This is an optimization exercise on Yosys and OpenROAD, whose aim is a short achievable clock period and few clock cycles, not a production implementation.
Only simulation tests tie the RTL to the original design; equivalence was not proved.
No driver is modelled on the clock port, so clock power and skew are understated where the tree is cut down; a real chip needs a root buffer or a tree.
Power and IR drop assume default switching activity.

Setup of run A:
Design zigzag_buffer, start of the top module:
module zigzag_buffer #(
    parameter int DW = 12
) (
    input  logic              clk,
    input  logic              rst,
    input  logic [DW-1:0]     dcti,
    input  logic              idv,
    input  logic              ordy,
    output logic [DW-1:0]     zzo,
    output logic              odv,
    output logic              osob,
    output logic              ovf
);
    function automatic logic [5:0] zz_addr(input logic [5:0] k);
        case (k)
            6'd0: zz_addr = 6'd0; 6'd1: zz_addr = 6'd1; 6'd2: zz_addr = 6'd8; 6'd3: zz_addr = 6'd16;
            6'd4: zz_addr = 6'd9; 6'd5: zz_addr = 6'd2; 6'd6: zz_addr = 6'd3; 6'd7: zz_addr = 6'd10;
            6'd8: zz_addr = 6'd17; 6'd9: zz_addr = 6'd24; 6'd10: zz_addr = 6'd32; 6'd11: zz_addr = 6'd25;
            6'd12: zz_addr = 6'd18; 6'd13: zz_addr = 6'd11; 6'd14: zz_addr = 6'd4; 6'd15: zz_addr = 6'd5;
            6'd16: zz_addr = 6'd12; 6'd17: zz_addr = 6'd19; 6'd18: zz_addr = 6'd26; 6'd19: zz_addr = 6'd33;
  ...
Size: roughly 6600 cells after synthesis, roughly 1900 flip-flops, roughly 31 I/O pins, ~0.084 mm^2 of cells after synthesis.
==> flow/config.mk <==
export PLATFORM = sky130hd
export DESIGN_NAME = zigzag_buffer
export DESIGN_NICKNAME = zigzag_buffer
export VERILOG_FILES = /design/flow/design.v
export SDC_FILE = /design/flow/constraint.sdc
export NUM_CORES = 4
export LEC_CHECK = 0
export ABC_CLOCK_PERIOD_IN_PS = 2000
export CAP_MARGIN = 20
export CORE_MARGIN = 2
export CORE_UTILIZATION = 40
export PLACE_DENSITY = 0.85
export SLEW_MARGIN = 20
export TNS_END_PERCENT = 100
==> flow/constraint.sdc <==
create_clock -name core_clock -period 6.0 [get_ports {clk}]
set_input_delay 1.2000 -clock core_clock [delete_from_list [all_inputs] [get_ports {clk}]]
set_output_delay 1.2000 -clock core_clock [all_outputs]
set_load 0.01 [all_outputs]
standard.sh (not shown) runs the stock make flow with config.mk's settings and CLKGATE_MAP_FILE= SYNTH_SCRIPT=/design/flow/synth_recipe.tcl, a recipe that flattens the netlist after the stock synthesis.
==> flow/flow/run.sh <==
#!/bin/bash
# Standard ORFS layout, except that after placement the flip-flops driving
# output ports are moved next to their output buffers, and the clock tree is
# built by clock_tree.tcl
# (a balanced two-level tree: four root buffers on the clock port, each feeding
# leaf buffers that drive equal-sized groups of nearby flip-flops) instead of
# TritonCTS. Timing repair after CTS and global routing aims at a tighter
# period than the design's clock via SETUP_SLACK_MARGIN.
set -euo pipefail
here="$(pwd)"
# synthesis, floorplan and placement exactly as the standard flow
bash standard.sh synth > "$here/log_synth.log" 2>&1
bash standard.sh place > "$here/log_place.log" 2>&1
export SETUP_SLACK_MARGIN="${MARGIN:-3.9}"
export PRE_CTS_TCL="$here/flow/clock_tree.tcl"
bash standard.sh cts > "$here/log_cts.log" 2>&1
bash standard.sh finish > "$here/log_finish.log" 2>&1
==> flow/flow/clock_tree.tcl <==
# Sourced by ORFS's cts.tcl (PRE_CTS_TCL) in place of TritonCTS. First moves
# each flip-flop that drives an output port next to that port's output buffer
# (the detailed placement that follows in cts.tcl legalizes them). Then builds
# a balanced two-level clock tree and turns the clock_tree_synthesis call that
# follows into a no-op. Every flip-flop sits two clkbuf_16 stages from the
# clock port; groups are equal in size, so the stages are equally loaded.
proc build_clock_tree {NR NC NW bufname} {
  set block [ord::get_db_block]
  set db [ord::get_db]
  set bufm [$db findMaster $bufname]
  set clknet [$block findNet clk]
  set sinks {}
  foreach it [$clknet getITerms] {
    set l [[$it getInst] getLocation]
    lappend sinks [list [lindex $l 0] [lindex $l 1] $it]
  }
  set n [llength $sinks]
  # leaves: NC columns of equal count by x, each cut into NW groups by y
  set sinks [lsort -integer -index 0 $sinks]
  set groups {}
  for {set c 0} {$c < $NC} {incr c} {
    set a [expr {$c * $n / $NC}]; set b [expr {($c + 1) * $n / $NC - 1}]
    set col [lsort -integer -index 1 [lrange $sinks $a $b]]
    set m [llength $col]
    for {set r 0} {$r < $NW} {incr r} {
      set a2 [expr {$r * $m / $NW}]; set b2 [expr {($r + 1) * $m / $NW - 1}]
      lappend groups [lrange $col $a2 $b2]
    }
  }
  set leaves {}
  set i 0
  foreach g $groups {
    set sx 0; set sy 0
    foreach s $g { incr sx [lindex $s 0]; incr sy [lindex $s 1] }
    set cx [expr {$sx / [llength $g]}]; set cy [expr {$sy / [llength $g]}]
    set b [odb::dbInst_create $block $bufm clkbuf_leaf_$i]
    $b setLocation $cx $cy
    $b setPlacementStatus PLACED
    set net [odb::dbNet_create $block clknet_leaf_$i]
    $net setSigType CLOCK
    [$b findITerm X] connect $net
    foreach s $g { set it [lindex $s 2]; $it disconnect; $it connect $net }
    lappend leaves [list $cx $cy $b]
    incr i
  }
  # roots: the leaves split into quadrants (NR 4), halves (NR 2) or one group
  set rgroups {}
  set sl [lsort -integer -index 0 $leaves]
  set h [expr {[llength $sl] / 2}]
  if {$NR == 1} {
    set rgroups [list $leaves]
  } elseif {$NR == 2} {
    set rgroups [list [lrange $sl 0 [expr {$h - 1}]] [lrange $sl $h end]]
  } else {
    foreach half [list [lrange $sl 0 [expr {$h - 1}]] [lrange $sl $h end]] {
      set hs [lsort -integer -index 1 $half]
      set q [expr {[llength $hs] / 2}]
      lappend rgroups [lrange $hs 0 [expr {$q - 1}]] [lrange $hs $q end]
    }
  }
  set i 0
  foreach g $rgroups {
    set sx 0; set sy 0
    foreach s $g { incr sx [lindex $s 0]; incr sy [lindex $s 1] }
    set cx [expr {$sx / [llength $g]}]; set cy [expr {$sy / [llength $g]}]
    set b [odb::dbInst_create $block $bufm clkbuf_root_$i]
    $b setLocation $cx $cy
    $b setPlacementStatus PLACED
    set net [odb::dbNet_create $block clknet_root_$i]
    $net setSigType CLOCK
    [$b findITerm A] connect $clknet
    [$b findITerm X] connect $net
    foreach s $g { [[lindex $s 2] findITerm A] connect $net }
    incr i
  }
  $clknet setSigType CLOCK
  puts "clock_tree.tcl: $n sinks, [llength $leaves] leaf buffers, [llength $rgroups] root buffers"
}

proc pull_output_flops {} {
  set block [ord::get_db_block]
  set moved 0
  foreach bt [$block getBTerms] {
    if {[$bt getIoType] ne "OUTPUT"} continue
    set net [$bt getNet]
    foreach it [$net getITerms] {
      if {![$it isOutputSignal]} continue
      set buf [$it getInst]
      foreach bi [$buf getITerms] {
        if {![$bi isInputSignal]} continue
        set n2 [$bi getNet]
        if {$n2 eq "NULL"} continue
        foreach di [$n2 getITerms] {
          if {![$di isOutputSignal]} continue
          set ff [$di getInst]
          if {![string match "*__df*" [[$ff getMaster] getName]] && ![string match "*__edf*" [[$ff getMaster] getName]]} continue
          set l [$buf getLocation]
          $ff setLocation [lindex $l 0] [lindex $l 1]
          incr moved
        }
      }
    }
  }
  puts "pulled $moved output flip-flops next to their output buffers"
}

pull_output_flops
set nsinks [llength [[[ord::get_db_block] findNet clk] getITerms]]
set side [expr {int(ceil(sqrt($nsinks / 25.0)))}]
build_clock_tree 4 $side $side sky130_fd_sc_hd__clkbuf_16
set_propagated_clock [all_clocks]

proc clock_tree_synthesis {args} {
  puts "clock_tree.tcl: clock tree already built; clock_tree_synthesis skipped"
}
Run A reached the final stage; the timing, design-rule and antenna checks on its layout passed.
Testbench counts of run A, summed over its fixed seeds: cycles 22,808.
Relative to run A, the following input files were edited for run B:
Settings: PLACE_DENSITY no longer set, was 0.85.
### Flow results
- Run A → run B: worst setup slack after layout rose by 0.55 ns; cell count of the worst reg-to-reg path rose by 1; slew of the pin with the lowest slew margin fell by 0.025 ns.
- Comparing run A and run B, the lower met1 usage in global routing is on run A.
- Summary of run B over run A: detailed-route via count moved down; clock-net power lower; post-route fraction of the period consumed by the critical path fell by 9.2 points.
Changes in run C relative to run B:
Settings: PLACE_DENSITY newly set to 0.85.
--- a/flow/flow/run.sh
+++ b/flow/flow/run.sh
@@ -2,3 +2 @@
-# Standard ORFS layout, except that after placement the flip-flops driving
-# output ports are moved next to their output buffers, and the clock tree is
-# built by clock_tree.tcl
+# Standard ORFS layout, except that the clock tree is built by clock_tree.tcl
--- a/flow/flow/clock_tree.tcl
+++ b/flow/flow/clock_tree.tcl
@@ -1,4 +1,2 @@
-# Sourced by ORFS's cts.tcl (PRE_CTS_TCL) in place of TritonCTS. First moves
-# each flip-flop that drives an output port next to that port's output buffer
-# (the detailed placement that follows in cts.tcl legalizes them). Then builds
-# a balanced two-level clock tree and turns the clock_tree_synthesis call that
+# Sourced by ORFS's cts.tcl (PRE_CTS_TCL) in place of TritonCTS: builds a
+# balanced two-level clock tree and turns the clock_tree_synthesis call that
@@ -80,28 +77,0 @@
-proc pull_output_flops {} {
-  set block [ord::get_db_block]
-  set moved 0
-  foreach bt [$block getBTerms] {
-    if {[$bt getIoType] ne "OUTPUT"} continue
-    set net [$bt getNet]
-    foreach it [$net getITerms] {
-      if {![$it isOutputSignal]} continue
-      set buf [$it getInst]
-      foreach bi [$buf getITerms] {
-        if {![$bi isInputSignal]} continue
-        set n2 [$bi getNet]
-        if {$n2 eq "NULL"} continue
-        foreach di [$n2 getITerms] {
-          if {![$di isOutputSignal]} continue
-          set ff [$di getInst]
-          if {![string match "*__df*" [[$ff getMaster] getName]] && ![string match "*__edf*" [[$ff getMaster] getName]]} continue
-          set l [$buf getLocation]
-          $ff setLocation [lindex $l 0] [lindex $l 1]
-          incr moved
-        }
-      }
-    }
-  }
-  puts "pulled $moved output flip-flops next to their output buffers"
-}
-
-pull_output_flops
==> comparison <==
Area used by sequential logic in the layout across run B and run C: no real change. Taking run C over run B, the detailed-route vias per instance ratio works out to 1.08. Per the comparison of run C with run B, sequential share of layout area higher, global-route track usage on met2 has decreased, worst hold slack essentially unchanged, largest stage delay on the critical path comparable. Run C — fraction of final layout cells with drive strength greater than 1 2.7 points lower, run B as reference. Between run B and run C, leakage power is lower for run B, run C comes in above that.
Here is what was changed in the inputs of run D compared with run C.
Settings: PLACE_DENSITY: 0.85 -> unset.
Findings:
- The number of global-route vias before repair in run D was lower than what run C gave.
- Sequential cell area: run C vs run D, no meaningful difference
- Run C → run D: synthesized-area fraction occupied by adder cells flat, fraction of final layout cells sized beyond drive strength 1 decreased by 1.3 points relative to the old numbers, first-iteration DRC count lost about 40%.
- Going from run C to run D, clock network power share up 0.5 points; clock skew shows an increase of 0.0078 ns; cell area after layout decreased about 0.7%.
- Of run D and run C, the higher worst setup margin belongs to run C.
- Looking at shortest period the worst path allows across both flows, run D is the weaker of the two, with run C ahead.
Input-level comparison between run E and run D:
--- a/flow/flow/run.sh
+++ b/flow/flow/run.sh
@@ -2 +2,4 @@
-# Standard ORFS layout, except that the clock tree is built by clock_tree.tcl
+# Standard ORFS layout, except that after placement the output buffers are
+# sized to buf_4 and the flip-flops driving output ports are moved next to
+# them, and the clock tree is
+# built by clock_tree.tcl
--- a/flow/flow/clock_tree.tcl
+++ b/flow/flow/clock_tree.tcl
@@ -1,2 +1,4 @@
-# Sourced by ORFS's cts.tcl (PRE_CTS_TCL) in place of TritonCTS: builds a
-# balanced two-level clock tree and turns the clock_tree_synthesis call that
+# Sourced by ORFS's cts.tcl (PRE_CTS_TCL) in place of TritonCTS. First sizes
+# each output port's buffer to buf_4 and moves the flip-flop that drives it
+# next to it (the detailed placement that follows in cts.tcl legalizes them). Then builds
+# a balanced two-level clock tree and turns the clock_tree_synthesis call that
@@ -77,0 +80,29 @@
+proc pull_output_flops {} {
+  set block [ord::get_db_block]
+  set moved 0
+  foreach bt [$block getBTerms] {
+    if {[$bt getIoType] ne "OUTPUT"} continue
+    set net [$bt getNet]
+    foreach it [$net getITerms] {
+      if {![$it isOutputSignal]} continue
+      set buf [$it getInst]
+      replace_cell [$buf getName] sky130_fd_sc_hd__buf_4
+      foreach bi [$buf getITerms] {
+        if {![$bi isInputSignal]} continue
+        set n2 [$bi getNet]
+        if {$n2 eq "NULL"} continue
+        foreach di [$n2 getITerms] {
+          if {![$di isOutputSignal]} continue
+          set ff [$di getInst]
+          if {![string match "*__df*" [[$ff getMaster] getName]] && ![string match "*__edf*" [[$ff getMaster] getName]]} continue
+          set l [$buf getLocation]
+          $ff setLocation [lindex $l 0] [lindex $l 1]
+          incr moved
+        }
+      }
+    }
+  }
+  puts "pulled $moved output flip-flops next to their output buffers (now buf_4)"
+}
+
+pull_output_flops
### Flow results
For global-route usage, run E and run D come out practically identical. Between run E and run D, it is run E whose wire length the detailed router placed on met1 is higher, by about 0.6%. Combinational share of power on run E is up relative to run D. Run E falls short of run D in maximum resistive drop on vdd. Run E has worst setup slack above what run D had. Run E: average wire length per cell after detail routing 0.22 um above run D. Comparing run E against run D, there is no change at all in post-synthesis cell area. Run D → run E: first-pass detailed-route iteration total picked up an extra 1, clock skew stayed essentially flat. Diff run E..run D | synthesized cell count | unchanged.
In every run of this note, the design's own scripts or RTL, not TritonCTS, make the clock network.

separate check: timing with driven ports:
In the flow no input, the clock included, has a driving cell. The finished layouts below were timed again as built, in two steps. Step 1: set_driving_cell puts a clkbuf_16 on clk and a buf_2 on each other input, an assumption about the parent block. Step 2 adds t to the input delays and takes it off the output delays; t is the mean of the earliest and latest rising clock arrival at the registers after step 1. Input paths then give back, and output paths get back, about the clock's delay inside the block. Three values: ideal, step 1, step 2; two values: the first two.
| run | shift t [ns] | setup WS [ns] | slew at the worst register clock pin (ns) | worst data-port slew with drivers (ns) | pins driven straight from the clock port |
|---|---|---|---|---|---|
| run A | 0.753 | 3.114 / 3.114 / 2.812 | 0.11 / 0.11 | 0.35 | 4 |
| run B | 0.740 | 3.664 / 3.485 / 3.190 | 0.10 / 0.10 | 0.23 | 4 |
| run C | 0.746 | 3.662 / 3.478 / 3.106 | 0.11 / 0.11 | 0.32 | 4 |
| run D | 0.748 | 3.608 / 3.423 / 3.207 | 0.10 / 0.10 | 0.11 | 4 |
| run E | 0.748 | 3.661 / 3.478 / 3.142 | 0.10 / 0.10 | 0.13 | 4 |
After both steps setup and hold are still met in every run listed. The setup slack of run C, which loses most, moves by -0.184 ns with the drivers and by -0.556 ns with both steps.
